This design comes from an exercise in tuning for small area, a short achievable clock period and few clock cycles per item on the open sky130 flow, not from production work.
Function was checked by simulation only, so behaviour that the tests miss may differ from the original.
No run shown here takes its clock network from TritonCTS; it comes from the design's own scripts or RTL.
The clock port is modelled as an ideal driver, which makes a skipped or thinned clock tree look cheaper than it is; a real chip needs a root buffer or a tree.
Power and IR drop assume default switching activity.

==> flow/design.v <==
`default_nettype none
package ssmt_pkg;
  localparam int unsigned OP_W           = 2;
  localparam int unsigned VALUE_W        = 16;
  localparam int unsigned COUNT_W        = 5;
  localparam int unsigned DEF_CAPACITY   = 16;
  localparam int unsigned DEF_ELEM_WIDTH = 16;
  typedef enum logic [OP_W-1:0] {
    OP_INSERT = 2'd0,
    OP_DELETE = 2'd1,
    OP_QUERY  = 2'd2,
    OP_CLEAR  = 2'd3
  } ssmt_op_e;
  typedef struct packed {
    logic ins_en;
    logic del_en;
  } ssmt_ctl_t;
endpackage
`default_nettype wire
`default_nettype none
module ssmt_cell #(
  parameter int unsigned ELEM_WIDTH = ssmt_pkg::DEF_ELEM_WIDTH
) (
  input  wire logic                   clk_i,
  input  wire logic                   we_i,      
  input  wire logic [ELEM_WIDTH-1:0]  wdata_i,   
  input  wire logic [ELEM_WIDTH-1:0]  cmp_i,     
  output logic                        match_o    
);
  logic [ELEM_WIDTH-1:0] entry_q;
  assign match_o = (entry_q == cmp_i);
  always_ff @(posedge clk_i) begin
    if (we_i) begin
      entry_q <= wdata_i;
    end
  end
endmodule
`default_nettype wire
`default_nettype none
module small_set_membership_table #(
  parameter int unsigned CAPACITY   = ssmt_pkg::DEF_CAPACITY,
  parameter int unsigned ELEM_WIDTH = ssmt_pkg::DEF_ELEM_WIDTH
) (
  input  wire logic                          clk_i,
  input  wire logic                          rst_ni,
  input  wire logic                          start_i,
  output logic                               busy_o,
  input  wire logic [ssmt_pkg::OP_W-1:0]     op_i,
  input  wire logic [ssmt_pkg::VALUE_W-1:0]  value_i,
  output logic                               valid_o,
  output logic                               was_member_o,
  output logic [ssmt_pkg::COUNT_W-1:0]       count_o,
  output logic                               empty_res_o,
  output logic                               full_res_o,
  output logic                               rejected_o
);
  localparam int unsigned CNT_W = $clog2(CAPACITY + 1);
  logic                      y_vld_q;
  logic [ssmt_pkg::OP_W-1:0] y_op_q;
  logic [ELEM_WIDTH-1:0]     y_val_q;
  logic [CAPACITY-1:0]       y_raw_q;        
  logic [CAPACITY-1:0]       y_wslot_q;      
  logic                      y_weq_q;        
  logic                      y_same_q;       
  logic                      u_vld_q;
  logic [ssmt_pkg::OP_W-1:0] u_op_q;
  logic [ELEM_WIDTH-1:0]     u_val_q;
  logic [CAPACITY-1:0]       u_match_q, u_match_d;
  logic                      u_pre_q;        
  logic                      u_same_q;       
  logic                      u_post_q;       
  logic                    init_q;
  logic [CAPACITY-1:0]     valid_q, valid_d;
  logic [CNT_W-1:0]        count_q, count_d;
  logic                    full_now;         
  logic [CAPACITY-1:0]     free;             
  logic [CAPACITY-1:0]     raw_match;
  logic                    valid_res_q;
  logic                    was_q, empty_q, full_res_q, rej_q;
  logic [ssmt_pkg::COUNT_W-1:0] cnt_res_q;
  assign busy_o = 1'b0;
  function automatic logic [CAPACITY-1:0] lowest_free(input logic [CAPACITY-1:0] used);
    logic seen;
    seen = 1'b0;
    for (int i = 0; i < CAPACITY; i++) begin
      lowest_free[i] = !used[i] && !seen;
      seen           = seen || !used[i];
    end
  endfunction
  assign free = lowest_free(valid_q);
  for (genvar i = 0; i < CAPACITY; i++) begin : g_cell
    ssmt_cell #(
      .ELEM_WIDTH(ELEM_WIDTH)
    ) u_cell (
      .clk_i  (clk_i),
      .we_i   (!valid_q[i]),
      .wdata_i(u_val_q),
      .cmp_i  (ELEM_WIDTH'(value_i)),
      .match_o(raw_match[i])
    );
  end
  always_ff @(posedge clk_i or negedge rst_ni) begin
    if (!rst_ni) begin
      y_vld_q <= 1'b0;
    end else begin
      y_vld_q <= start_i;
    end
  end
  always_ff @(posedge clk_i) begin
    y_op_q    <= op_i;
    y_val_q   <= ELEM_WIDTH'(value_i);
    y_raw_q   <= raw_match;
    y_wslot_q <= ~valid_q;
    y_weq_q   <= ELEM_WIDTH'(value_i) == u_val_q;
    y_same_q  <= (ELEM_WIDTH'(value_i) == y_val_q) && y_vld_q;
  end
  logic [CAPACITY-1:0] y_match;    
  assign y_match   = (y_wslot_q & {CAPACITY{y_weq_q}}) | (~y_wslot_q & y_raw_q);
  assign u_match_d = (~valid_q & {CAPACITY{y_same_q}}) | (valid_q & y_match);
  always_ff @(posedge clk_i or negedge rst_ni) begin
    if (!rst_ni) begin
      u_vld_q <= 1'b0;
    end else begin
      u_vld_q <= y_vld_q;
    end
  end
  always_ff @(posedge clk_i) begin
    u_op_q    <= y_op_q;
    u_val_q   <= y_val_q;
    u_match_q <= u_match_d;
    u_pre_q   <= |(y_match & valid_q) && !(u_vld_q && (u_op_q == ssmt_pkg::OP_CLEAR));
    u_same_q  <= y_same_q;
  end
  logic [CAPACITY-1:0] hit;
  logic                member;
  logic                is_ins, is_del, is_qry, is_clr;
  logic                rej_d;
  logic                empty_set;
  logic                ins_ok;
  logic                del_ok;
  logic                post_d;
  assign is_ins   = u_vld_q && (u_op_q == ssmt_pkg::OP_INSERT);
  assign is_del   = u_vld_q && (u_op_q == ssmt_pkg::OP_DELETE);
  assign is_qry   = u_vld_q && (u_op_q == ssmt_pkg::OP_QUERY);
  assign is_clr   = u_vld_q && (u_op_q == ssmt_pkg::OP_CLEAR);
  assign empty_set = is_clr || !init_q;
  assign full_now   = count_q[CNT_W-1];
  assign hit      = u_match_q & valid_q;
  assign member   = u_same_q ? u_post_q : u_pre_q;
  assign ins_ok   = is_ins && !full_now && !member;
  assign del_ok   = is_del && member;
  assign rej_d    = is_ins && full_now && !member;
  assign post_d   = (is_ins && !(full_now && !member)) || (is_qry && member);
  logic [CNT_W-1:0]    cnt_inc, cnt_dec;
  logic                empty_d, full_d;
  assign cnt_inc  = count_q + CNT_W'(1);
  assign cnt_dec  = count_q - CNT_W'(1);
  always_comb begin
    valid_d = valid_q;
    count_d = count_q;
    empty_d = count_q == '0;
    full_d  = full_now;
    if (empty_set) begin
      valid_d = '0;
      count_d = '0;
      empty_d = 1'b1;
      full_d  = 1'b0;
    end else if (ins_ok) begin
      valid_d = valid_q | free;
      count_d = cnt_inc;
      empty_d = 1'b0;
      full_d  = count_q == CNT_W'(CAPACITY - 1);
    end else if (del_ok) begin
      valid_d = valid_q & ~hit;
      count_d = cnt_dec;
      empty_d = count_q == CNT_W'(1);
      full_d  = 1'b0;
    end
  end
  always_ff @(posedge clk_i or negedge rst_ni) begin
    if (!rst_ni) begin
      init_q      <= 1'b0;
      valid_res_q <= 1'b0;
    end else begin
      init_q      <= 1'b1;
      valid_res_q <= u_vld_q;
    end
  end
  always_ff @(posedge clk_i) begin
    valid_q <= valid_d;
    count_q <= count_d;
  end
  always_ff @(posedge clk_i) begin
    u_post_q <= post_d;
  end
  always_ff @(posedge clk_i) begin
    was_q      <= member;
    cnt_res_q  <= ssmt_pkg::COUNT_W'(count_d);
    empty_q    <= empty_d;
    full_res_q <= full_d;
    rej_q      <= rej_d;
  end
  assign valid_o      = valid_res_q;
  assign was_member_o = was_q;
  assign count_o      = cnt_res_q;
  assign empty_res_o  = empty_q;
  assign full_res_o   = full_res_q;
  assign rejected_o   = rej_q;
endmodule
`default_nettype wire
==> flow/flow/run.sh <==
#!/bin/bash
# The standard layout, with two changes: plain buf_4 cells as the port
# buffers, and a shallow balanced clock tree (flow/mcts.tcl) in place of
# TritonCTS. Synthesis and every other step are the standard ones.
set -euo pipefail
work=$(pwd)
export BUFFER_PORTS_ARGS="-buffer_cell sky130_fd_sc_hd__buf_4"
export PRE_CTS_TCL="$work/flow/mcts.tcl"
bash standard.sh > "$work/standard_flow.log" 2>&1
==> flow/flow/mcts.tcl <==
# PRE_CTS_TCL hook: replaces TritonCTS with a shallow balanced clock tree.
#
# The clock port drives COLS column buffers; each column buffer drives ROWS
# leaf buffers; each leaf buffer drives an equal share of the clock pins.
# Sinks are split into COLS columns of equal count by x, and each column
# into ROWS groups of equal count by y, so every register sees the same
# two buffers and a similar load. cts.tcl goes on as usual afterwards
# (legalization, timing repair).

rename clock_tree_synthesis __tritoncts_unused

proc clock_tree_synthesis { args } {
  set cols 4
  set rows 5
  set db [ord::get_db]
  set block [ord::get_db_block]
  set bufm [$db findMaster sky130_fd_sc_hd__clkbuf_16]
  set clknet [$block findNet clk_i]

  set sinks {}
  foreach it [$clknet getITerms] {
    if { [$it isInputSignal] } {
      set b [[$it getInst] getBBox]
      lappend sinks [list $it [expr { ([$b xMin] + [$b xMax]) / 2 }] \
        [expr { ([$b yMin] + [$b yMax]) / 2 }]]
    }
  }
  set n [llength $sinks]
  puts "mcts: $n clock sinks, $cols columns of $rows leaves"

  set by_x [lsort -integer -index 1 $sinks]
  set leaf 0
  for { set c 0 } { $c < $cols } { incr c } {
    set lo [expr { $c * $n / $cols }]
    set hi [expr { ($c + 1) * $n / $cols }]
    set col [lsort -integer -index 2 [lrange $by_x $lo [expr { $hi - 1 }]]]
    set m [llength $col]

    set mid [odb::dbInst_create $block $bufm "mcts_col_$c"]
    set midnet [odb::dbNet_create $block "mcts_colnet_$c"]
    $midnet setSigType CLOCK
    [$mid findITerm A] connect $clknet
    [$mid findITerm X] connect $midnet
    set mx 0
    set my 0

    for { set r 0 } { $r < $rows } { incr r } {
      set glo [expr { $r * $m / $rows }]
      set ghi [expr { ($r + 1) * $m / $rows }]
      set grp [lrange $col $glo [expr { $ghi - 1 }]]
      set sx 0
      set sy 0
      foreach s $grp {
        incr sx [lindex $s 1]
        incr sy [lindex $s 2]
      }
      set k [llength $grp]
      set lx [expr { $sx / $k }]
      set ly [expr { $sy / $k }]
      set lb [odb::dbInst_create $block $bufm "mcts_leaf_$leaf"]
      set lnet [odb::dbNet_create $block "mcts_leafnet_$leaf"]
      $lnet setSigType CLOCK
      [$lb findITerm A] connect $midnet
      [$lb findITerm X] connect $lnet
      $lb setLocation $lx $ly
      $lb setPlacementStatus PLACED
      foreach s $grp {
        set it [lindex $s 0]
        $it disconnect
        $it connect $lnet
      }
      incr mx $lx
      incr my $ly
      incr leaf
    }
    $mid setLocation [expr { $mx / $rows }] [expr { $my / $rows }]
    $mid setPlacementStatus PLACED
  }
  set_propagated_clock [all_clocks]
}
==> flow/standard.sh <==
#!/bin/bash
# synth_recipe.tcl (not shown) runs the flow's synth.tcl, then flattens the netlist and writes it again
# the make line also repeats each setting of config.mk as NAME=value (left out here)
make -C /OpenROAD-flow-scripts/flow DESIGN_CONFIG=/design/flow/config.mk WORK_HOME=/design/flow/orfs CLKGATE_MAP_FILE= SYNTH_SCRIPT=/design/flow/synth_recipe.tcl "${@:-finish}"
==> flow/config.mk <==
export PLATFORM = sky130hd
export DESIGN_NAME = small_set_membership_table
export DESIGN_NICKNAME = small_set_membership_table
export VERILOG_FILES = /design/flow/design.v
export SDC_FILE = /design/flow/constraint.sdc
export NUM_CORES = 4
export LEC_CHECK = 0
export CAP_MARGIN = 20
export CORE_MARGIN = 2
export CORE_UTILIZATION = 40
export SETUP_SLACK_MARGIN = 2.4
export SLEW_MARGIN = 20
==> flow/constraint.sdc <==
create_clock -name core_clock -period 4.0 [get_ports {clk_i}]
set_input_delay 0.8000 -clock core_clock [delete_from_list [all_inputs] [get_ports {clk_i}]]
set_output_delay 0.8000 -clock core_clock [all_outputs]
set_load 0.01 [all_outputs]
==> results of run 1 <==
layer usage:
metal / vias to the layer above / wire length, um / global-route usage / part of all wire
met5: - / 0 / 0 / 0
met4: 0 / 1649 / 0.06838 / 0.050
met3: 59 / 738 / 0.007114 / 0.022
met2: 132 / 16580 / 0.3014 / 0.50
met1: 3880 / 14290 / 0.2313 / 0.43
li1: 3633 / - / - / -
kinds of logic (layout without fill, tap and decap cells):
| family | count (synthesis) | in the layout | share of synthesized area |
|---|---|---|---|
| other cells | 2 | 2 | 0.0005181 |
| mux | 21 | 21 | 0.01459 |
| flops | 374 | 374 | 0.6946 |
| simple gates | 162 | 162 | 0.06413 |
| buf+inv | 63 | 136 | 0.01968 |
| compound gates | 65 | 65 | 0.02814 |
| xor+xnor | 288 | 288 | 0.1740 |
| fa+ha+maj | 5 | 5 | 0.004316 |
worst max-delay path, cell delays in order (launching register included):
cell     delay, ns
dfxtp_2       0.34
or4b_4        0.59
or2_4         0.29
o22ai_4       0.16
mux2i_1       0.21
report_power, final:
group | switching [uW] | leakage (uW) | internal, uW
Sequential | 113 | 0.00369 | 4290
Clock | 1140 | 0.000296 | 1070
Combinational | 263 | 0.00177 | 291
Total | 1520 | 0.00576 | 5650
state kept, by name, summed over array words and instances (netlist names), 2 cells and up:
name,cells
count_q,5
g_cell.u_cell.entry_q,256
u_match_q,16
u_op_q,2
u_val_q,16
valid_q,16
y_op_q,2
y_raw_q,16
y_val_q,16
y_wslot_q,16
path summary, 6_finish.rpt:
check	from	endpoint
worst max-delay path	u_op_q[0]	count_q[3]
worst max register to register	u_op_q[0]	count_q[3]
min in group core_clock	y_op_q[1]	u_op_q[1]
max in group asynchronous	rst_ni	init_q
worst min-delay path	rst_ni	valid_res_q
worst min register to register	y_op_q[1]	u_op_q[1]
per-stage QoR:
| step | worst slack [ns] | hold WS (ns) | cells | total power (uW) |
|---|---|---|---|---|
| detailed placement | 1.857 | 0.3136 | 1436 | 4996 |
| CTS | 2.321 | 0.2423 | 1474 | 7180 |
| global route | 2.238 | 0.2424 | 1514 | 7400 |
| floorplan | 2.374 | 0.3096 | 980 | 4877 |
| finish | 2.327 | 0.2537 | 1514 | 7168 |
| global placement | 1.836 | 0.3106 | 1436 | 4990 |
final cells by class:
class,instances,area (um2),share of cell area
multi-input combinational,543,4508,0.2680
sequential,374,10100,0.6006
timing repair inverter,3,15.01,0.0008925
timing repair buffer,88,883.3,0.05251
tap,461,576.8,0.03429
buffer,24,600.6,0.03570
inverter,21,135.1,0.008032
what timing repair did:
action	in CTS	in global routing
pin swaps	6	15
setup endpoints to repair	36	53
buffers inserted	11	39
resized for setup	67	44
hold buffers	0	0
gates cloned	3	1
cells in the mapped netlist (2+ instances only):
cell type,number,share of area
o31ai_1,2,0.0010
o22ai_1,9,0.0039
ha_1,5,0.0043
mux2i_1,20,0.014
nand4_1,78,0.034
buf_4,2,0.0010
clkbuf_1,6,0.0016
dfxtp_1,114,0.16
buf_2,33,0.011
dfrtp_1,4,0.0069
nor3_1,3,0.0010
a21o_1,12,0.0062
nand3_1,9,0.0031
xnor2_1,284,0.17
nand2_1,11,0.0028
edfxtp_1,256,0.53
a21oi_1,30,0.010
a211oi_1,4,0.0021
nor2_1,25,0.0065
conb_1,2,0.00052
nand2b_1,3,0.0013
nor4_1,23,0.0099
xor2_1,4,0.0024
inv_1,21,0.0054
o21a_1,2,0.0010
==> out/metrics.csv, run 1 <==
stage,metric,value,unit
power,Cell Pwr Density,426.1,mW/mm2
routing,DRT Pass-1 Iters,5,
grt,initial antenna violation count,0,
yosys,Syn Nets,1006,
clock_network,Skew-Pair Late Insertion Delay,0.32,ns
routing,DRC violations left,0,
routing,DR vias/cell,5.089,
worst_setup_path,reg2reg setup slack,2.33,ns
grt,pin count of the biggest net entering global routing,21,
yosys,"EDFF count, synth",256,
floorplanning,width of the die,194.4,um
final_layout,design area,0.01682,mm2
sta,f_max,0.5979,GHz
final_layout,synth-to-layout area growth,16.05,%
worst_setup_path,critical-path maximum fanout,4,
worst_setup_path,CP startpoint kind,flop,
placement,post-DP HPWL,20110,um
sta,"Slew Viols, Final",0,
final_layout,Final Core Density,0.4718,
sta,Worst Clk Skew,0.01209,ns
worst_setup_path,R2R depth,4,
power,Max VDD drop,0.2116,mV
floorplanning,die height,194.4,um
sta,final hold viol count,0,
run,maxcap violations,0,
routing,DR vias,7704,
yosys,register area share after synthesis,0.6946,
floorplanning,Top Ports,32,
grt,first-pass GRT wire length,49290,um
hold_path,hold crit path type,input port to async pin,
sta,Slew HR,0.4593,
worst_setup_path,crit end category,flop,
clock_network,"CTS clk-pin slew, worst paths",0.08,ns
floorplanning,die area,0.03778,mm2
worst_setup_path,crit path DAT,1.92,ns
routing,routed len/inst,21.97,um
yosys,synth unique cells,43,
routing,Initial DRC Count,594,
final_layout,filler cell count in the final layout,3038,
yosys,Synth Instances,980,
placement,PortBufs,30,
yosys,Yosys reg bits,374,
outcome,status,"complete, no violations",
floorplanning,# rows,69,
grt,total global-route track usage,0.1735,
sta,Tmin final,1.673,ns
placement,Placed Area,0.01537,mm2
floorplanning,core area,0.03566,mm2
grt,vias in the first global route,7565,
yosys,dominant synthesized flop cell,edfxtp_1,
final_layout,most used cells in the layout excluding fill and tap cells,"edfxtp_1, xnor2_1, dfxtp_1, nand4_1, buf_4",
yosys,"Avg Cell Area, Syn",14.79,um2
final_layout,"most common cell after layout, fill and taps aside",edfxtp_1,
sta,Setup Viol. Count Final,0,
floorplanning,Starting Density,0.4066,
worst_setup_path,Required @ worst endpoint,4.24,ns
sta,unrepaired setup endpoints after global routing,yes,
yosys,post-synthesis async set-or-reset flop share,0.01070,
final_layout,share of layout cells above drive strength 1,0.1966,
sta,period utilization,0.4182,
routing,Post-Route WL,33260,um
placement,gp weighted congestion,0.7619,
final_layout,Nets,1081,
yosys,yosys warns,2,
final_layout,diode count,0,
worst_setup_path,Setup Crit Path Kind,flop to flop,
power,P_leak,0.005764,uW
routing,Antenna Nets Post-Route,0,
yosys,Synth Cell Area,0.01450,mm2
grt,total gr overflow,0,
sta,Fin Setup TNS,0,ns
sta,Tightest Pin Transition,0.8102,ns
Testbench counts, summed over its fixed seeds: cycles 32,024, items 32,000.
==> run 2: changes to the inputs <==
--- a/flow/flow/mcts.tcl
+++ b/flow/flow/mcts.tcl
@@ -11,7 +11,7 @@
 
 proc clock_tree_synthesis { args } {
   set cols 4
-  set rows 5
+  set rows 4
   set db [ord::get_db]
   set block [ord::get_db_block]
   set bufm [$db findMaster sky130_fd_sc_hd__clkbuf_16]
--- a/flow/config.mk
+++ b/flow/config.mk
@@ -8,5 +8,5 @@
 export CAP_MARGIN = 20
 export CORE_MARGIN = 2
 export CORE_UTILIZATION = 40
-export SETUP_SLACK_MARGIN = 2.4
+export SETUP_SLACK_MARGIN = 2.35
 export SLEW_MARGIN = 20
==> run 2 against run 1 <==
Still clean. Sequential power about the same. Synthesized cell count unchanged. Utilization down 1.2 points. Cell count shrank 1.3%. Clock power fell by 9.0%. Sequential share of layout area rose by 1.5 points. Final area fell by 2.5%. Sequential cell count is the same. Global-route usage down 0.066 points. Register-to-register slack is essentially flat. Critical path type unchanged. Critical endpoint is now valid_q[10]. Largest cell class unchanged. Largest power group unchanged.
==> out/metrics.csv, run 2 <==
stage,metric,value,unit,change
outcome,status,"complete, no violations",,unchanged
yosys,Area contributors post-synth,"edfxtp_1, xnor2_1, dfxtp_1",,unchanged
sta,Setup Viol. Count Final,0,,unchanged
sta,Tightest Pin Transition,0.7836,ns,was 0.8102 ns
routing,Post-Route WL,32800,um,"was 33,260 um"
yosys,Syn Nets,1006,,unchanged
final_layout,Nets,1061,,"was 1,081"
grt,vias in the first global route,7829,,"was 7,565"
worst_setup_path,CP startpoint kind,flop,,unchanged
grt,total global-route track usage,0.1729,,was 0.1735
hold_path,hold crit path type,input port to async pin,,unchanged
sta,Fin Setup TNS,0,ns,unchanged
worst_setup_path,critical-path maximum fanout,4,,unchanged
floorplanning,Starting Density,0.4066,,unchanged
run,maxcap violations,0,,unchanged
floorplanning,die area,0.03778,mm2,unchanged
sta,period utilization,0.4146,,was 0.4182
clock_network,Skew-Pair Late Insertion Delay,0.32,ns,about the same
routing,Antenna Nets Post-Route,0,,unchanged
yosys,"Avg Cell Area, Syn",14.79,um2,unchanged
power,Cell Pwr Density,422.6,mW/mm2,was 426.1 mW/mm2
floorplanning,# rows,69,,unchanged
yosys,"EDFF count, synth",256,,unchanged
final_layout,max reg flops,256,,unchanged
floorplanning,width of the die,194.4,um,unchanged
sta,"Slew Viols, Final",0,,unchanged
routing,DRT Pass-1 Iters,4,,was 5
yosys,register area share after synthesis,0.6946,,unchanged
routing,Initial DRC Count,500,,was 594
final_layout,synth-to-layout area growth,13.19,%,was 16.05%
final_layout,filler cell count in the final layout,3137,,"was 3,038"
worst_setup_path,Setup Crit Path Kind,flop to flop,,unchanged
power,Max VDD drop,0.2049,mV,was 0.2116 mV
sta,f_max,0.6030,GHz,was 0.5979 GHz
clock_network,# hold bufs at CTS,0,,unchanged
placement,post-DP HPWL,20050,um,"was 20,110 um"
sta,Worst Clk Skew,0.01570,ns,was 0.01209 ns
final_layout,most used cells in the layout excluding fill and tap cells,"xnor2_1, edfxtp_1, dfxtp_1, nand4_1, buf_4",,"was edfxtp_1, xnor2_1, dfxtp_1, nand4_1, buf_4"
final_layout,share of layout cells above drive strength 1,0.1491,,was 0.1966
floorplanning,die height,194.4,um,unchanged
yosys,leading area contributor after synthesis,edfxtp_1,,unchanged
routing,DR vias,7604,,"was 7,704"
sta,unrepaired setup endpoints after global routing,yes,,unchanged
yosys,Post-synth top cells,"xnor2_1, edfxtp_1, dfxtp_1",,unchanged
yosys,yosys warns,2,,unchanged
grt,pin count of the biggest net entering global routing,25,,was 21
placement,PortBufs,30,,unchanged
grt,initial antenna violation count,0,,unchanged
floorplanning,core area,0.03566,mm2,unchanged
grt,total gr overflow,0,,unchanged
yosys,Yosys reg bits,374,,unchanged
worst_setup_path,crit end category,flop,,unchanged
yosys,synth unique cells,43,,unchanged
worst_setup_path,Required @ worst endpoint,4.26,ns,was 4.24 ns
yosys,top cell type's share of synthesized area,0.5303,,unchanged
worst_setup_path,crit path DAT,1.91,ns,was 1.92 ns
yosys,dominant synthesized flop cell,edfxtp_1,,unchanged
placement,Post-Place Cells,1439,,"was 1,436"
sta,Tmin final,1.658,ns,was 1.673 ns
routing,routed len/inst,21.95,um,was 21.97 um
yosys,Synth Instances,980,,unchanged
yosys,post-synthesis async set-or-reset flop share,0.01070,,unchanged
sta,final hold viol count,0,,unchanged
routing,DR vias/cell,5.090,,was 5.089
yosys,Synth Cell Area,0.01450,mm2,unchanged
floorplanning,Top Ports,32,,unchanged
routing,DRC violations left,0,,unchanged
final_layout,diode count,0,,unchanged
clock_network,"CTS clk-pin slew, worst paths",0.09,ns,was 0.08 ns
final_layout,"most common cell after layout, fill and taps aside",xnor2_1,,was edfxtp_1
sta,Slew HR,0.4770,,was 0.4593
placement,gp weighted congestion,0.7644,,was 0.7619
final_layout,"non-filler cells, final",1494,,"was 1,514"
final_layout,largest register by flop count,g_cell.u_cell.entry_q,,unchanged
grt,first-pass GRT wire length,49380,um,"was 49,290 um"
yosys,most frequent cell after synthesis,xnor2_1,,unchanged
power,P_leak,0.005503,uW,was 0.005764 uW
placement,Post-Place Setup Slack,1.768,ns,was 1.857 ns
sta,Final WS setup,2.342,ns,was 2.327 ns
## run 2: cell types whose count changed in the layout (fill, tap and decap cells not counted), moves of 2 or more
cell and delta:
xnor2_1 +27, xnor2_2 -27, buf_4 -15, clkbuf_16 -5
a21oi_1 +3, a21oi_2 -3, buf_12 +2, buf_8 -2
mux2i_2 -2, nor4_1 -2
## run 2: timing repair
action / CTS / global route
buffers inserted: 19 / 13
cloned: 3 / 0
pin swaps: 13 / 13
endpoints found under the setup margin: 33 / 46
gates resized for setup: 73 / 31
## run 2: critical path, stage by stage (launching register included)
cell	delay, ns
dfxtp_4	0.35
or4b_4	0.57
buf_4	0.17
nor4_4	0.23
nand4_1	0.14
a21oi_1	0.13
## run 2: layout make-up
class                      instances  area [um2]  share of cell area
sequential                       374       10100              0.6156
multi-input combinational        543        4303              0.2622
timing repair buffer              72       772.0             0.04705
tap                              461       576.8             0.03515
buffer                            20       500.5             0.03050
inverter                          21       137.6            0.008388
timing repair inverter             3       17.52            0.001068
## run 2: cell families (layout without fill, tap and decap cells)
| family | Yosys count | in the layout | synth area share |
|---|---|---|---|
| and+or+nand+nor | 162 | 162 | 0.06413 |
| buffers and inverters | 63 | 116 | 0.01968 |
| adders and majority gates | 5 | 5 | 0.004316 |
| muxes | 21 | 21 | 0.01459 |
| xor gates and xnor gates | 288 | 288 | 0.1740 |
| AOI/OAI and AO/OA | 65 | 65 | 0.02814 |
| other | 2 | 2 | 0.0005181 |
| DFF | 374 | 374 | 0.6946 |
## run 2: per-layer routing
metal  track usage  share of wire
met5             0              0
met4       0.04444          0.032
met3      0.007288          0.024
met2        0.3107           0.50
met1        0.2306           0.44
## run 2: path summary, 6_finish.rpt
path                          endpoint      start  slack, ns  cells after the start
setup / recovery           valid_q[10]  u_op_q[1]       2.34                      5
hold / removal                 y_vld_q     rst_ni       0.26                      1
setup reg to reg           valid_q[10]  u_op_q[1]       2.34                      5
hold reg to reg              u_op_q[1]  y_op_q[1]       0.32                      0
max in group asynchronous       init_q     rst_ni       3.64                      1
min in group core_clock      u_op_q[1]  y_op_q[1]       0.32                      0
## run 2: per-stage QoR
step | total power [uW] | utilization | instance area, um2 | hold WS (ns)
floorplan | 4840 | - | 14730 | 0.3096
global placement | 4965 | 0.4254 | 15170 | 0.3125
CTS | 6972 | 0.4532 | 16160 | 0.2436
finish | 6934 | 0.4602 | 16410 | 0.2561
global route | 7156 | 0.4602 | 16410 | 0.2470
detailed placement | 4972 | 0.4254 | 15170 | 0.3164
## run 2: report_power, final
group,leakage [uW],internal [uW],switching (uW)
registers,0.00369,4290,98.7
clock network,0.000246,903,1100
logic,0.00156,270,271
==> run 3: changes to the inputs <==
--- a/flow/flow/mcts.tcl
+++ b/flow/flow/mcts.tcl
@@ -11,7 +11,7 @@
 
 proc clock_tree_synthesis { args } {
   set cols 4
-  set rows 4
+  set rows 8
   set db [ord::get_db]
   set block [ord::get_db_block]
   set bufm [$db findMaster sky130_fd_sc_hd__clkbuf_16]
==> run 3 against run 2 <==
Still clean. Critical path depth is 1 lower. Sequential share of layout area fell by 1.2 points. Final area rose by 2.0%. Combinational power decreased by 2%. Wire length about the same. Via count is 1.5% higher. Sequential power about the same. Register-to-register slack got worse by 0.04 ns. Largest cell class unchanged.
==> out/metrics.csv, run 3 <==
stage,metric,value,unit,change
grt,pin count of the biggest net entering global routing,21,,was 25
yosys,top cell type's share of synthesized area,0.5303,,unchanged
yosys,leading area contributor after synthesis,edfxtp_1,,unchanged
yosys,post-synthesis async set-or-reset flop share,0.01070,,unchanged
worst_setup_path,R2R depth,4,,was 5
final_layout,sequential cell area,0.01009,mm2,was 0.01010 mm2
floorplanning,# rows,69,,unchanged
sta,period utilization,0.4248,,was 0.4146
grt,total global-route track usage,0.1731,,was 0.1729
grt,vias in the first global route,7864,,"was 7,829"
floorplanning,width of the die,194.4,um,unchanged
final_layout,most used cells in the layout excluding fill and tap cells,"xnor2_1, edfxtp_1, dfxtp_1, nand4_1, buf_4",,unchanged
routing,DRC violations left,0,,unchanged
placement,gp weighted congestion,0.7644,,unchanged
yosys,Post-synth top cells,"xnor2_1, edfxtp_1, dfxtp_1",,unchanged
floorplanning,core area,0.03566,mm2,unchanged
power,Power Total,7739,uW,was 6934 uW
routing,Post-Route WL,32830,um,"was 32,800 um"
sta,Worst Clk Skew,0.01373,ns,was 0.01570 ns
worst_setup_path,crit path DAT,1.96,ns,was 1.91 ns
yosys,yosys warns,2,,unchanged
floorplanning,Starting Density,0.4066,,unchanged
sta,final hold viol count,0,,unchanged
final_layout,largest register by flop count,g_cell.u_cell.entry_q,,unchanged
placement,Post-Place Cells,1439,,unchanged
floorplanning,Top Ports,32,,unchanged
yosys,Post-Synth XOR/XNOR Area,0.1740,,unchanged
yosys,simple-gate share of the synthesized area,0.06413,,unchanged
final_layout,multi-input logic area,0.004283,mm2,was 0.004303 mm2
grt,met1 Usage GRT,0.2318,,was 0.2306
yosys,synth unique cells,43,,unchanged
floorplanning,die area,0.03778,mm2,unchanged
final_layout,synth-to-layout area growth,15.43,%,was 13.19%
grt,total gr overflow,0,,unchanged
grt,initial antenna violation count,0,,unchanged
hold_path,hold crit path type,input port to async pin,,unchanged
grt,met2 GRT Util,0.3094,,was 0.3107
worst_setup_path,critical-path maximum fanout,4,,unchanged
grt,GRT met3 Usage,0.007461,,was 0.007288
placement,PortBufs,30,,unchanged
placement,Placed Area,0.01517,mm2,unchanged
grt,first-pass GRT wire length,49560,um,"was 49,380 um"
power,Max VDD drop,0.3059,mV,was 0.2049 mV
final_layout,diode count,0,,unchanged
run,maxcap violations,0,,unchanged
yosys,Yosys reg bits,374,,unchanged
worst_setup_path,Required @ worst endpoint,4.26,ns,about the same
final_layout,Nets,1083,,"was 1,061"
yosys,Synth Area in Adders,0.004316,,unchanged
final_layout,design area,0.01673,mm2,was 0.01641 mm2
final_layout,"most common cell after layout, fill and taps aside",xnor2_1,,unchanged
routing,Antenna Nets Post-Route,0,,unchanged
clock_network,"CTS clk-pin slew, worst paths",0.06,ns,was 0.09 ns
worst_setup_path,worst r2r dst,count_q[3],,was valid_q[10]
sta,unrepaired setup endpoints after global routing,yes,,unchanged
worst_setup_path,reg2reg setup slack,2.30,ns,was 2.34 ns
final_layout,filler cell count in the final layout,3106,,"was 3,137"
sta,Tmin final,1.699,ns,was 1.658 ns
sta,Fin Setup TNS,0,ns,unchanged
clock_network,Skew-Pair Late Insertion Delay,0.34,ns,was 0.32 ns
final_layout,"non-filler cells, final",1516,,"was 1,494"
worst_setup_path,Setup Crit Path Kind,flop to flop,,unchanged
sta,"Slew Viols, Final",0,,unchanged
final_layout,share of layout cells above drive strength 1,0.1649,,was 0.1491
yosys,Area contributors post-synth,"edfxtp_1, xnor2_1, dfxtp_1",,unchanged
yosys,"EDFF count, synth",256,,unchanged
yosys,Syn Nets,1006,,unchanged
final_layout,max reg flops,256,,unchanged
sta,f_max,0.5886,GHz,was 0.6030 GHz
grt,Most Crowded Layer GR,met2,,unchanged
routing,DRT Pass-1 Iters,5,,was 4
yosys,most frequent cell after synthesis,xnor2_1,,unchanged
yosys,largest family of logic cells by synthesized area,XOR/XNOR gates,,unchanged
worst_setup_path,CP startpoint kind,flop,,unchanged
sta,Tightest Pin Transition,0.7754,ns,was 0.7836 ns
floorplanning,die height,194.4,um,unchanged
routing,DR vias/cell,5.090,,about the same
yosys,Synth Cell Area,0.01450,mm2,unchanged
sta,Slew HR,0.4825,,was 0.4770
sta,Setup Viol. Count Final,0,,unchanged
yosys,post-synthesis mux area share,0.01459,,unchanged
routing,Initial DRC Count,477,,was 500
power,Cell Pwr Density,462.5,mW/mm2,was 422.6 mW/mm2
worst_setup_path,crit end category,flop,,unchanged
placement,post-DP HPWL,20050,um,unchanged
power,P_leak,0.005661,uW,was 0.005503 uW
yosys,register area share after synthesis,0.6946,,unchanged
outcome,status,"complete, no violations",,unchanged
yosys,Synth Instances,980,,unchanged
yosys,dominant synthesized flop cell,edfxtp_1,,unchanged
yosys,"Avg Cell Area, Syn",14.79,um2,unchanged
clock_network,# hold bufs at CTS,0,,unchanged
routing,routed len/inst,21.65,um,was 21.95 um
worst_setup_path,FF-to-FF Start,count_q[4],,was u_op_q[1]
routing,DR vias,7716,,"was 7,604"
yosys,area fraction in compound gates after synthesis,0.02814,,unchanged
[run 3: cell count changes in the layout (fill, tap and decap cells not counted), sizes merged]
cell / delta
clkbuf: +16
buf: +6
inv: +1
clkinvlp: -1
[run 3: layer usage]
metal,part of all wire,vias to the layer above
met5,0,-
met4,0.033,0
met3,0.022,49
met2,0.50,130
met1,0.45,3898
li1,-,3639
[run 3: repair_timing]
action	4_1_cts	5_1_grt
cloned	3	0
setup endpoints to repair	30	29
resized for setup	57	32
pin swaps	3	8
setup buffers	7	31
[run 3: power by group]
group	switching, uW	internal (uW)
sequential	98.2	4300
combinational	267	262
clock	1230	1580
total	1600	6140
[run 3: how the worst max path moves through the flow]
stage | from | endpoint | slack, ns
5_1_grt | value_i[14] | y_raw_q[2] | 2.27
4_1_cts | y_weq_q | u_pre_q | 2.29
6_report | count_q[4] | count_q[3] | 2.30
3_5_place_dp | value_i[13] | y_raw_q[0] | 1.77
3_3_place_gp | value_i[2] | y_same_q | 1.74
2_1_floorplan | value_i[8] | y_same_q | 2.35
[run 3: final cells by class]
| type | instances | area share |
|---|---|---|
| buffer | 36 | 0.05384 |
| inverter | 21 | 0.007851 |
| multi-input combinational | 543 | 0.2559 |
| sequential | 374 | 0.6033 |
| tap | 461 | 0.03447 |
| timing repair buffer | 78 | 0.04359 |
| timing repair inverter | 3 | 0.001047 |
[run 3: cells by family (layout without fill, tap and decap cells)]
| group | after synthesis | in the layout |
|---|---|---|
| flops | 374 | 374 |
| xor+xnor | 288 | 288 |
| simple gates | 162 | 162 |
| compound gates | 65 | 65 |
| buf+inv | 63 | 138 |
| mux | 21 | 21 |
| fa+ha+maj | 5 | 5 |
| other cells | 2 | 2 |
[run 3: stage by stage]
step                hold WS, ns    util  setup slack (ns)
detailed placement       0.3164  0.4254             1.768
global route             0.2476  0.4693             2.266
finish                   0.2538  0.4693             2.301
global placement         0.3125  0.4254             1.743
CTS                      0.2425  0.4582             2.291
floorplan                0.3096       -             2.348
[run 3: critical path, stage by stage (launching register included)]
cell and delay, ns:
dfxtp_4 0.35, or4b_4 0.60, or2_4 0.29, o22ai_2 0.19, mux2i_1 0.19
==> run 4: changes to the inputs <==
--- a/flow/flow/mcts.tcl
+++ b/flow/flow/mcts.tcl
@@ -11,7 +11,7 @@
 
 proc clock_tree_synthesis { args } {
   set cols 4
-  set rows 8
+  set rows 5
   set db [ord::get_db]
   set block [ord::get_db_block]
   set bufm [$db findMaster sky130_fd_sc_hd__clkbuf_16]
==> run 4 against run 3 <==
Still clean on timing, DRC and antenna. Cell count decreased by 1.3%. Critical path depth increased by 1. Sequential power barely moved. Sequential share of layout area is 0.90 points higher. Clock skew up 0.0035 ns. Clock power decreased by 22%. Via count down 1.2%. Worst hold slack better by 0.0053 ns. Synthesized cell count is the same. Global-route usage is 0.093 points higher. Critical path type unchanged. Largest cell class unchanged. Highest routed layer unchanged.
==> out/metrics.csv, run 4 <==
stage,metric,value,unit,change
power,P_leak,0.005538,uW,was 0.005661 uW
placement,post-DP HPWL,20050,um,unchanged
routing,Antenna Nets Post-Route,0,,unchanged
yosys,Area contributors post-synth,"edfxtp_1, xnor2_1, dfxtp_1",,unchanged
final_layout,design area,0.01649,mm2,was 0.01673 mm2
hold_path,hold crit path type,input port to async pin,,unchanged
floorplanning,core area,0.03566,mm2,unchanged
clock_network,Skew-Pair Late Insertion Delay,0.33,ns,was 0.34 ns
floorplanning,width of the die,194.4,um,unchanged
yosys,yosys warns,2,,unchanged
grt,first-pass GRT wire length,49700,um,"was 49,560 um"
final_layout,share of layout cells above drive strength 1,0.1496,,was 0.1649
sta,f_max,0.6084,GHz,was 0.5886 GHz
yosys,top cell type's share of synthesized area,0.5303,,unchanged
routing,Initial DRC Count,543,,was 477
yosys,most frequent cell after synthesis,xnor2_1,,unchanged
yosys,synth unique cells,43,,unchanged
final_layout,diode count,0,,unchanged
yosys,dominant synthesized flop cell,edfxtp_1,,unchanged
worst_setup_path,"Slowest-stage cell, CP",or4b_4,,unchanged
final_layout,largest register by flop count,g_cell.u_cell.entry_q,,unchanged
yosys,"EDFF count, synth",256,,unchanged
worst_setup_path,Required @ worst endpoint,4.25,ns,was 4.26 ns
power,Max VDD drop,0.2879,mV,was 0.3059 mV
placement,PortBufs,30,,unchanged
placement,gp weighted congestion,0.7644,,unchanged
yosys,Post-synth top cells,"xnor2_1, edfxtp_1, dfxtp_1",,unchanged
worst_setup_path,critical-path maximum fanout,4,,unchanged
yosys,Synth Instances,980,,unchanged
sta,Tightest Pin Transition,0.7771,ns,was 0.7754 ns
worst_setup_path,CP Cell Sequence,"or4b_4, buf_4, nor4_4, nand4_1, a21oi_1",,"was or4b_4, or2_4, o22ai_2, mux2i_1"
grt,vias in the first global route,7851,,"was 7,864"
sta,Setup Viol. Count Final,0,,unchanged
placement,Placed Area,0.01517,mm2,unchanged
grt,initial antenna violation count,0,,unchanged
worst_setup_path,crit path DAT,1.90,ns,was 1.96 ns
grt,total global-route track usage,0.1740,,was 0.1731
sta,final hold viol count,0,,unchanged
floorplanning,# rows,69,,unchanged
yosys,register area share after synthesis,0.6946,,unchanged
final_layout,most used cells in the layout excluding fill and tap cells,"xnor2_1, edfxtp_1, dfxtp_1, nand4_1, buf_4",,unchanged
sta,unrepaired setup endpoints after global routing,yes,,unchanged
sta,period utilization,0.4109,,was 0.4248
floorplanning,die height,194.4,um,unchanged
final_layout,"non-filler cells, final",1497,,"was 1,516"
worst_setup_path,critical path's largest stage delay,0.56,ns,was 0.60 ns
routing,routed len/inst,21.90,um,was 21.65 um
final_layout,max reg flops,256,,unchanged
yosys,Synth Cell Area,0.01450,mm2,unchanged
routing,Post-Route WL,32780,um,"was 32,830 um"
worst_setup_path,Setup Crit Path Kind,flop to flop,,unchanged
sta,"Slew Viols, Final",0,,unchanged
clock_network,# hold bufs at CTS,0,,unchanged
sta,Slew HR,0.4814,,was 0.4825
sta,Tmin final,1.644,ns,was 1.699 ns
clock_network,"CTS clk-pin slew, worst paths",0.08,ns,was 0.06 ns
grt,total gr overflow,0,,unchanged
placement,Post-Place Cells,1439,,unchanged
power,Power Total,7137,uW,was 7739 uW
power,Cell Pwr Density,432.8,mW/mm2,was 462.5 mW/mm2
run,maxcap violations,0,,unchanged
yosys,"Avg Cell Area, Syn",14.79,um2,unchanged
outcome,status,"complete, no violations",,unchanged
floorplanning,Top Ports,32,,unchanged
final_layout,Nets,1064,,"was 1,083"
floorplanning,die area,0.03778,mm2,unchanged
routing,DRT Pass-1 Iters,5,,unchanged
routing,DRC violations left,0,,unchanged
routing,DR vias/cell,5.092,,was 5.090
yosys,leading area contributor after synthesis,edfxtp_1,,unchanged
final_layout,synth-to-layout area growth,13.75,%,was 15.43%
grt,pin count of the biggest net entering global routing,21,,unchanged
yosys,post-synthesis async set-or-reset flop share,0.01070,,unchanged
sta,Fin Setup TNS,0,ns,unchanged
worst_setup_path,crit end category,flop,,unchanged
yosys,Yosys reg bits,374,,unchanged
routing,DR vias,7623,,"was 7,716"
final_layout,"most common cell after layout, fill and taps aside",xnor2_1,,unchanged
yosys,Syn Nets,1006,,unchanged
floorplanning,Starting Density,0.4066,,unchanged
worst_setup_path,CP startpoint kind,flop,,unchanged
final_layout,Final Core Density,0.4625,,was 0.4693
sta,Worst Clk Skew,0.01723,ns,was 0.01373 ns
## run 4: cell types whose count changed in the layout (fill, tap and decap cells not counted), sizes merged
cell / delta
clkbuf: -12
buf: -7
clkinvlp: +1
inv: -1
## run 4: area by class of cell
class	instances	area, um2
fillers	3131	19170
flip-flops and latches	374	10100
multi-input cells	543	4300
repair buffers	71	760.7
plain buffers	24	600.6
well taps	461	576.8
inverters	21	137.6
repair inverters	3	17.52
## run 4: cells by family after synthesis
logic type | count (synthesis) | share of synthesized area
flip-flops | 374 | 0.6946
AND/OR/NAND/NOR | 162 | 0.06413
XOR/XNOR | 288 | 0.1740
multiplexers | 21 | 0.01459
AO/OA/AOI/OAI | 65 | 0.02814
buffers and inverters | 63 | 0.01968
adder cells (fa/ha/maj) | 5 | 0.004316
other | 2 | 0.0005181
## run 4: stage by stage
| step | hold WS (ns) | setup slack, ns |
|---|---|---|
| 6_report | 0.2591 | 2.356 |
| 4_1_cts | 0.2482 | 2.281 |
| 3_3_place_gp | 0.3125 | 1.743 |
| 2_1_floorplan | 0.3096 | 2.348 |
| 5_1_grt | 0.2545 | 2.273 |
| 3_5_place_dp | 0.3164 | 1.768 |
## run 4: worst max-delay path: cells and delay by family (launching register included)
| kind | cells | cell delay (ns) |
|---|---|---|
| buf+inv | 1 | 0.17 |
| simple gates | 3 | 0.91 |
| flops | 1 | 0.35 |
| compound gates | 1 | 0.14 |
## run 4: report_power, final
group          total, uW  switching [uW]  internal, uW
registers           4390            98.2          4290
logic                541             272           269
clock network       2210            1130          1070
## run 4: metal layers
layer | vias to the layer above | share of wire | global-route usage
met2 | 108 | 0.50 | 0.3098
met3 | 45 | 0.024 | 0.007461
li1 | 3601 | - | -
met4 | 0 | 0.034 | 0.04729
met5 | - | 0 | 0
met1 | 3869 | 0.44 | 0.2337
## run 4: repair_timing
action	CTS	global route
gates resized for setup	72	28
pin swaps	11	12
endpoints found under the setup margin	32	37
hold endpoints to repair	0	0
buffers inserted	18	13
gates cloned	3	0
## run 4: path summary, 6_finish.rpt
| kind | from | endpoint | slack [ns] | cells past startpoint |
|---|---|---|---|---|
| min in group core_clock | y_op_q[1] | u_op_q[1] | 0.32 | 0 |
| max | u_op_q[1] | valid_q[10] | 2.36 | 5 |
| max reg2reg | u_op_q[1] | valid_q[10] | 2.36 | 5 |
| min | rst_ni | y_vld_q | 0.26 | 1 |
| max in group asynchronous | rst_ni | u_vld_q | 3.64 | 1 |
| min reg2reg | y_op_q[1] | u_op_q[1] | 0.32 | 0 |
==> run 5: changes to the inputs <==
--- a/flow/config.mk
+++ b/flow/config.mk
@@ -7,6 +7,6 @@
 export LEC_CHECK = 0
 export CAP_MARGIN = 20
 export CORE_MARGIN = 2
-export CORE_UTILIZATION = 40
+export CORE_UTILIZATION = 50
 export SETUP_SLACK_MARGIN = 2.35
 export SLEW_MARGIN = 20
==> run 5 against run 4 <==
Clock power about the same. Still clean on timing, DRC and antenna. Critical endpoint is now valid_q[15]. Sequential power about the same. Worst hold slack got worse by 0.0010 ns. Clock skew decreased by 0.0042 ns. Critical path depth decreased by 1. Combinational power decreased by 7.4%. First-iteration DRC count increased by 8.1%. Register-to-register slack got worse by 0.06 ns. Utilization increased by 10 points.
==> out/metrics.csv, run 5 <==
stage,metric,value,unit,change
yosys,top cell type's share of synthesized area,0.5303,,unchanged
worst_setup_path,critical path startpoint,valid_q[9],,was u_op_q[1]
yosys,dominant synthesized flop cell,edfxtp_1,,unchanged
final_layout,Nets,1057,,"was 1,064"
outcome,status,"complete, no violations",,unchanged
yosys,Yosys reg bits,374,,unchanged
grt,pin count of the biggest net entering global routing,21,,unchanged
floorplanning,# rows,62,,was 69
sta,Tmin final,1.708,ns,was 1.644 ns
worst_setup_path,critical-path maximum fanout,6,,was 4
worst_setup_path,worst r2r dst,valid_q[15],,was valid_q[10]
final_layout,largest register by flop count,g_cell.u_cell.entry_q,,unchanged
sta,Final WS setup,2.292,ns,was 2.356 ns
yosys,register area share after synthesis,0.6946,,unchanged
floorplanning,core area,0.02863,mm2,was 0.03566 mm2
yosys,Syn Nets,1006,,unchanged
yosys,"Avg Cell Area, Syn",14.79,um2,unchanged
grt,total global-route track usage,0.2181,,was 0.1740
power,Cell Pwr Density,439.5,mW/mm2,was 432.8 mW/mm2
power,Power Total,7093,uW,was 7137 uW
sta,Tightest Pin Transition,0.8255,ns,was 0.7771 ns
floorplanning,Top Ports,32,,unchanged
worst_setup_path,reg2reg setup slack,2.29,ns,was 2.36 ns
routing,DR vias/cell,5.435,,was 5.092
placement,Post-Place Setup Slack,1.840,ns,was 1.768 ns
final_layout,max reg flops,256,,unchanged
grt,vias in the first global route,7561,,"was 7,851"
worst_setup_path,"Slowest-stage cell, CP",dfxtp_1,,was or4b_4
yosys,"EDFF count, synth",256,,unchanged
final_layout,sequential cell area,0.01008,mm2,was 0.01010 mm2
floorplanning,Starting Density,0.5064,,was 0.4066
clock_network,# hold bufs at CTS,0,,unchanged
sta,WHS,0.2580,ns,was 0.2591 ns
routing,Initial DRC Count,587,,was 543
worst_setup_path,R2R depth,4,,was 5
grt,initial antenna violation count,0,,unchanged
yosys,Post-synth top cells,"xnor2_1, edfxtp_1, dfxtp_1",,unchanged
worst_setup_path,Required @ worst endpoint,4.24,ns,was 4.25 ns
final_layout,diode count,0,,unchanged
final_layout,share of layout cells above drive strength 1,0.1331,,was 0.1496
floorplanning,die height,174.3,um,was 194.4 um
yosys,most frequent cell after synthesis,xnor2_1,,unchanged
worst_setup_path,CP top delay family,simple AND/OR/NAND/NOR gates,,unchanged
sta,Worst Clk Skew,0.01306,ns,was 0.01723 ns
placement,Post-Place Cells,1362,,"was 1,439"
sta,Slew HR,0.4491,,was 0.4814
sta,f_max,0.5853,GHz,was 0.6084 GHz
hold_path,hold crit path type,input port to async pin,,unchanged
sta,period utilization,0.4271,,was 0.4109
sta,"Slew Viols, Final",0,,unchanged
worst_setup_path,critical path's largest stage delay,0.58,ns,was 0.56 ns
final_layout,"most common cell after layout, fill and taps aside",xnor2_1,,unchanged
yosys,Area contributors post-synth,"edfxtp_1, xnor2_1, dfxtp_1",,unchanged
final_layout,synth-to-layout area growth,11.32,%,was 13.75%
run,maxcap violations,0,,unchanged
yosys,leading area contributor after synthesis,edfxtp_1,,unchanged
sta,Fin Setup TNS,0,ns,unchanged
worst_setup_path,crit end category,flop,,unchanged
sta,final hold viol count,0,,unchanged
yosys,synth unique cells,43,,unchanged
routing,DR vias,7679,,"was 7,623"
floorplanning,die area,0.03037,mm2,was 0.03778 mm2
worst_setup_path,Setup Crit Path Kind,flop to flop,,unchanged
floorplanning,width of the die,174.3,um,was 194.4 um
sta,unrepaired setup endpoints after global routing,yes,,unchanged
final_layout,"non-filler cells, final",1413,,"was 1,497"
clock_network,"CTS clk-pin slew, worst paths",0.08,ns,about the same
routing,DRC violations left,0,,unchanged
placement,post-DP HPWL,20350,um,"was 20,050 um"
power,P_leak,0.005402,uW,was 0.005538 uW
grt,first-pass GRT wire length,49310,um,"was 49,700 um"
routing,Antenna Nets Post-Route,0,,unchanged
worst_setup_path,crit path DAT,1.95,ns,was 1.90 ns
yosys,yosys warns,2,,unchanged
worst_setup_path,FF-to-FF Start,valid_q[9],,was u_op_q[1]
clock_network,Skew-Pair Late Insertion Delay,0.33,ns,about the same
final_layout,multi-input logic area,0.004258,mm2,was 0.004300 mm2
yosys,Synth Cell Area,0.01450,mm2,unchanged
worst_setup_path,WP buf/inv,1,,unchanged
routing,Post-Route WL,33250,um,"was 32,780 um"
grt,total gr overflow,0,,unchanged
routing,DRT Pass-1 Iters,4,,was 5
worst_setup_path,CP startpoint kind,flop,,unchanged
power,Max VDD drop,0.2820,mV,was 0.2879 mV
yosys,post-synthesis async set-or-reset flop share,0.01070,,unchanged
placement,gp weighted congestion,0.7997,,was 0.7644
worst_setup_path,CP Cell Sequence,"clkinvlp_4, nor4_2, nand4_1, a21oi_1",,"was or4b_4, buf_4, nor4_4, nand4_1, a21oi_1"
yosys,Synth Instances,980,,unchanged
placement,PortBufs,30,,unchanged
final_layout,filler cell count in the final layout,2287,,"was 3,131"
sta,Setup Viol. Count Final,0,,unchanged
final_layout,most used cells in the layout excluding fill and tap cells,"xnor2_1, edfxtp_1, dfxtp_1, nand4_1, buf_4",,unchanged
routing,routed len/inst,23.53,um,was 21.90 um
[run 5: final cells by class]
cell class                      instances  share of cell area
Timing Repair Buffer                   64             0.03442
Timing Repair inverter                  3            0.001396
Tap cell                              384             0.02977
Inverter                               21            0.008528
Multi-Input combinational cell        543              0.2638
Buffer                                 24             0.03722
Sequential cell                       374              0.6248
[run 5: power by group]
| part | internal, uW | switching, uW | total [uW] |
|---|---|---|---|
| registers | 4290 | 101 | 4390 |
| logic | 239 | 262 | 501 |
| clock network | 1070 | 1130 | 2200 |
| total | 5600 | 1490 | 7090 |
[run 5: how the worst max path moves through the flow]
stage | to | slack, ns | cells after the start
3_3_place_gp | y_raw_q[12] | 1.86 | 4
4_1_cts | count_q[3] | 2.31 | 4
5_1_grt | valid_q[15] | 2.24 | 4
3_5_place_dp | y_raw_q[5] | 1.84 | 4
6_report | valid_q[15] | 2.29 | 4
2_1_floorplan | y_same_q | 2.35 | 5
[run 5: cell families after synthesis]
| kind of cell | after synthesis | share of synthesized area |
|---|---|---|
| DFF | 374 | 0.6946 |
| and+or+nand+nor | 162 | 0.06413 |
| AOI/OAI and AO/OA | 65 | 0.02814 |
| other | 2 | 0.0005181 |
| adders and majority gates | 5 | 0.004316 |
| buffers and inverters | 63 | 0.01968 |
| muxes | 21 | 0.01459 |
| xor gates and xnor gates | 288 | 0.1740 |
[run 5: timing repair]
action	CTS	global route
gates cloned	3	0
setup buffers	7	17
resized for setup	49	22
pin swaps	4	6
endpoints found under the setup margin	32	54
[run 5: per-layer routing]
layer  vias up  GRT usage  share of wire
met5         -          0              0
met3        53   0.009405          0.024
met1      3893     0.3085           0.45
met4         0    0.05952          0.036
met2       136     0.3712           0.49
li1       3597          -              -
[run 5: per-stage QoR]
| step | util | area (um2) |
|---|---|---|
| finish | 0.5638 | 16140 |
| global route | 0.5638 | 16140 |
| CTS | 0.5562 | 15920 |
| detailed placement | 0.5265 | 15070 |
| global placement | 0.5265 | 15070 |
| floorplan | - | 14730 |
==> run 6: changes to the inputs <==
--- a/flow/flow/mcts.tcl
+++ b/flow/flow/mcts.tcl
@@ -1,7 +1,8 @@
 # PRE_CTS_TCL hook: replaces TritonCTS with a shallow balanced clock tree.
 #
-# The clock port drives COLS column buffers; each column buffer drives ROWS
-# leaf buffers; each leaf buffer drives an equal share of the clock pins.
+# The clock port drives COLS column buffers (clkbuf_16); each column buffer
+# drives ROWS leaf buffers (clkbuf_8); each leaf buffer drives an equal share
+# of the clock pins.
 # Sinks are split into COLS columns of equal count by x, and each column
 # into ROWS groups of equal count by y, so every register sees the same
 # two buffers and a similar load. cts.tcl goes on as usual afterwards
@@ -15,6 +16,7 @@
   set db [ord::get_db]
   set block [ord::get_db_block]
   set bufm [$db findMaster sky130_fd_sc_hd__clkbuf_16]
+  set leafm [$db findMaster sky130_fd_sc_hd__clkbuf_8]
   set clknet [$block findNet clk_i]
 
   set sinks {}
@@ -57,7 +59,7 @@
       set k [llength $grp]
       set lx [expr { $sx / $k }]
       set ly [expr { $sy / $k }]
-      set lb [odb::dbInst_create $block $bufm "mcts_leaf_$leaf"]
+      set lb [odb::dbInst_create $block $leafm "mcts_leaf_$leaf"]
       set lnet [odb::dbNet_create $block "mcts_leafnet_$leaf"]
       $lnet setSigType CLOCK
       [$lb findITerm A] connect $midnet
--- a/flow/config.mk
+++ b/flow/config.mk
@@ -7,6 +7,6 @@
 export LEC_CHECK = 0
 export CAP_MARGIN = 20
 export CORE_MARGIN = 2
-export CORE_UTILIZATION = 50
+export CORE_UTILIZATION = 40
 export SETUP_SLACK_MARGIN = 2.35
 export SLEW_MARGIN = 20
==> run 6 against run 5 <==
Still clean on timing, DRC and antenna. Worst hold slack got worse by 0.0064 ns. Wire length down 2.1%. Via count decreased by 0.64%. Worst setup slack improved by 0.051 ns. Final area rose by 0.83%. Sequential cell count is the same. Maximum frequency grew 3.1%. First-iteration DRC count down 11%. Die area grew 24%. Largest cell class unchanged.
==> out/metrics.csv, run 6 <==
stage,metric,value,unit,change
routing,DR vias/cell,5.060,,was 5.435
yosys,leading area contributor after synthesis,edfxtp_1,,unchanged
grt,initial antenna violation count,0,,unchanged
final_layout,"non-filler cells, final",1508,,"was 1,413"
sta,Fin Setup TNS,0,ns,unchanged
yosys,"Avg Cell Area, Syn",14.79,um2,unchanged
final_layout,multi-input logic area,0.004292,mm2,was 0.004258 mm2
routing,routed len/inst,21.58,um,was 23.53 um
yosys,Synth Instances,980,,unchanged
yosys,register area share after synthesis,0.6946,,unchanged
yosys,Syn Nets,1006,,unchanged
final_layout,synth-to-layout area growth,12.25,%,was 11.32%
sta,Slew HR,0.4814,,was 0.4491
grt,total gr overflow,0,,unchanged
routing,Antenna Nets Post-Route,0,,unchanged
yosys,post-synthesis async set-or-reset flop share,0.01070,,unchanged
worst_setup_path,critical-path maximum fanout,11,,was 6
worst_setup_path,Required @ worst endpoint,4.23,ns,was 4.24 ns
final_layout,sequential cell area,0.01010,mm2,was 0.01008 mm2
power,Power Total,6623,uW,was 7093 uW
yosys,dominant synthesized flop cell,edfxtp_1,,unchanged
routing,Initial DRC Count,523,,was 587
routing,DRT Pass-1 Iters,5,,was 4
floorplanning,core area,0.03566,mm2,was 0.02863 mm2
yosys,synth unique cells,43,,unchanged
yosys,Post-synth top cells,"xnor2_1, edfxtp_1, dfxtp_1",,unchanged
sta,Tmin final,1.657,ns,was 1.708 ns
placement,Placed Area,0.01517,mm2,was 0.01507 mm2
worst_setup_path,R2R depth,5,,was 4
yosys,Yosys reg bits,374,,unchanged
sta,Tightest Pin Transition,0.7771,ns,was 0.8255 ns
final_layout,"most common cell after layout, fill and taps aside",xnor2_1,,unchanged
floorplanning,width of the die,194.4,um,was 174.3 um
routing,Post-Route WL,32550,um,"was 33,250 um"
placement,Post-Place Cells,1439,,"was 1,362"
final_layout,filler cell count in the final layout,3162,,"was 2,287"
routing,DRC violations left,0,,unchanged
worst_setup_path,Setup Crit Path Kind,input port to flop,,was flop to flop
sta,period utilization,0.4143,,was 0.4271
final_layout,diode count,0,,unchanged
sta,Worst Clk Skew,0.02247,ns,was 0.01306 ns
final_layout,largest register by flop count,g_cell.u_cell.entry_q,,unchanged
placement,gp weighted congestion,0.7644,,was 0.7997
floorplanning,Starting Density,0.4066,,was 0.5064
power,Cell Pwr Density,407.0,mW/mm2,was 439.5 mW/mm2
routing,DR vias,7630,,"was 7,679"
yosys,Synth Cell Area,0.01450,mm2,unchanged
floorplanning,# rows,69,,was 62
grt,first-pass GRT wire length,49450,um,"was 49,310 um"
worst_setup_path,critical path's largest stage delay,0.31,ns,was 0.58 ns
worst_setup_path,crit end category,flop,,unchanged
yosys,top cell type's share of synthesized area,0.5303,,unchanged
clock_network,# hold bufs at CTS,0,,unchanged
sta,"Slew Viols, Final",0,,unchanged
sta,final hold viol count,0,,unchanged
grt,total global-route track usage,0.1729,,was 0.2181
sta,Setup Viol. Count Final,0,,unchanged
final_layout,max reg flops,256,,unchanged
final_layout,Nets,1075,,"was 1,057"
grt,vias in the first global route,7821,,"was 7,561"
floorplanning,Top Ports,32,,unchanged
final_layout,most used cells in the layout excluding fill and tap cells,"xnor2_1, edfxtp_1, dfxtp_1, nand4_1, buf_4",,unchanged
yosys,"EDFF count, synth",256,,unchanged
yosys,most frequent cell after synthesis,xnor2_1,,unchanged
grt,pin count of the biggest net entering global routing,21,,unchanged
final_layout,design area,0.01627,mm2,was 0.01614 mm2
power,P_leak,0.005435,uW,was 0.005402 uW
sta,f_max,0.6034,GHz,was 0.5853 GHz
sta,WHS,0.2516,ns,was 0.2580 ns
clock_network,"CTS clk-pin slew, worst paths",0.11,ns,was 0.08 ns
hold_path,hold crit path type,input port to async pin,,unchanged
worst_setup_path,reg2reg setup slack,2.34,ns,was 2.29 ns
power,Max VDD drop,0.2151,mV,was 0.2820 mV
worst_setup_path,CP startpoint kind,input port,,was flop
floorplanning,die area,0.03778,mm2,was 0.03037 mm2
yosys,Area contributors post-synth,"edfxtp_1, xnor2_1, dfxtp_1",,unchanged
placement,post-DP HPWL,20050,um,"was 20,350 um"
worst_setup_path,crit path DAT,1.88,ns,was 1.95 ns
final_layout,share of layout cells above drive strength 1,0.1595,,was 0.1331
floorplanning,die height,194.4,um,was 174.3 um
sta,unrepaired setup endpoints after global routing,yes,,unchanged
worst_setup_path,CP Cell Sequence,"buf_16, buf_4, xnor2_1, nand4_1, nor4_2",,"was clkinvlp_4, nor4_2, nand4_1, a21oi_1"
worst_setup_path,"Slowest-stage cell, CP",nand4_1,,was dfxtp_1
run,maxcap violations,0,,unchanged
clock_network,Skew-Pair Late Insertion Delay,0.34,ns,was 0.33 ns
outcome,status,"complete, no violations",,unchanged
yosys,yosys warns,2,,unchanged
placement,PortBufs,30,,unchanged
==> run 6: cell counts after synthesis <==
No cell type changed its count.
==> run 6: metrics by stage <==
stage | worst slack, ns | util
3_5_place_dp | 1.768 | 0.4254
2_1_floorplan | 2.348 | -
6_report | 2.343 | 0.4564
4_1_cts | 2.279 | 0.4450
5_1_grt | 2.260 | 0.4564
3_3_place_gp | 1.743 | 0.4254
==> run 6: what timing repair did <==
item | 4_1_cts | 5_1_grt
buffers inserted | 11 | 31
endpoints found under the setup margin | 33 | 33
resized for setup | 63 | 35
pin swaps | 5 | 10
cloned | 3 | 0
==> run 6: cell type report <==
cell class,instances,area share
multi-input cells,543,0.2637
well taps,461,0.03545
plain buffers,24,0.02307
repair buffers,82,0.04760
repair inverters,3,0.001077
flip-flops and latches,374,0.6206
inverters,21,0.008458
==> run 6: worst paths after layout <==
check                             from     endpoint
setup reg to reg             u_op_q[1]  valid_q[10]
max in group asynchronous       rst_ni  valid_res_q
min in group core_clock      y_op_q[1]    u_op_q[1]
hold / removal                  rst_ni      y_vld_q
setup / recovery           value_i[14]   y_raw_q[2]
hold reg to reg              y_op_q[1]    u_op_q[1]
==> run 6: routing by layer <==
layer / global-route usage / up-vias / wire (um) / part of all wire
met5: 0 / - / 0 / 0
met2: 0.3075 / 112 / 16250 / 0.50
met1: 0.2312 / 3859 / 14350 / 0.44
li1: - / 3613 / - / -
met3: 0.007808 / 46 / 758 / 0.023
met4: 0.04900 / 0 / 1197 / 0.037
==> run 6: kinds of logic (layout without fill, tap and decap cells) <==
family	Yosys count	in the layout	share of synthesized area
and+or+nand+nor	162	162	0.06413
adders and majority gates	5	5	0.004316
DFF	374	374	0.6946
xor gates and xnor gates	288	288	0.1740
other	2	2	0.0005181
buffers and inverters	63	130	0.01968
muxes	21	21	0.01459
AOI/OAI and AO/OA	65	65	0.02814
==> run 6: report_power, final <==
group	total, uW	internal [uW]	switching (uW)
combinational	532	264	268
clock	1710	639	1070
sequential	4390	4290	97.2
==> run 6: critical path: cells and delay by family <==
| kind | cells | cell delay (ns) |
|---|---|---|
| xor gates and xnor gates | 1 | 0.17 |
| buffers and inverters | 2 | 0.31 |
| and+or+nand+nor | 2 | 0.60 |

-- re-timing with driven ports --
The flow's constraints put no driver on any port. The routed layouts listed below were extracted and timed again, unchanged, in two steps.
Step 1 sets driving cells, clkbuf_16 on the clock port and buf_2 on the other inputs (assumed; they add their load-dependent delay and slew).
Step 2, shift: input delay + t, output delay - t, t = (earliest + latest rising clock arrival at the registers) / 2. This alone moves slack from input paths to output paths.
Slacks: ideal / step 1 / step 2; pairs: ideal / step 1.
| run | shift t [ns] | slack for setup (ns) | worst hold slack (ns) | cell pins on the clock port's net |
|---|---|---|---|---|
| run 1 | 0.405 | 2.327 / 2.289 / 2.003 | 0.254 / 0.194 / 0.327 | 4 |
| run 2 | 0.408 | 2.342 / 2.273 / 1.993 | 0.256 / 0.200 / 0.318 | 4 |
| run 3 | 0.417 | 2.301 / 2.283 / 1.950 | 0.254 / 0.201 / 0.318 | 4 |
| run 4 | 0.412 | 2.356 / 2.271 / 2.012 | 0.259 / 0.199 / 0.324 | 4 |
| run 5 | 0.402 | 2.292 / 2.253 / 2.023 | 0.258 / 0.197 / 0.321 | 4 |
| run 6 | 0.416 | 2.343 / 2.284 / 1.953 | 0.252 / 0.192 / 0.324 | 4 |
After both steps every run listed still meets setup and hold. The setup slack of run 6, which loses most, moves by -0.059 ns with the drivers and by -0.390 ns with both steps.
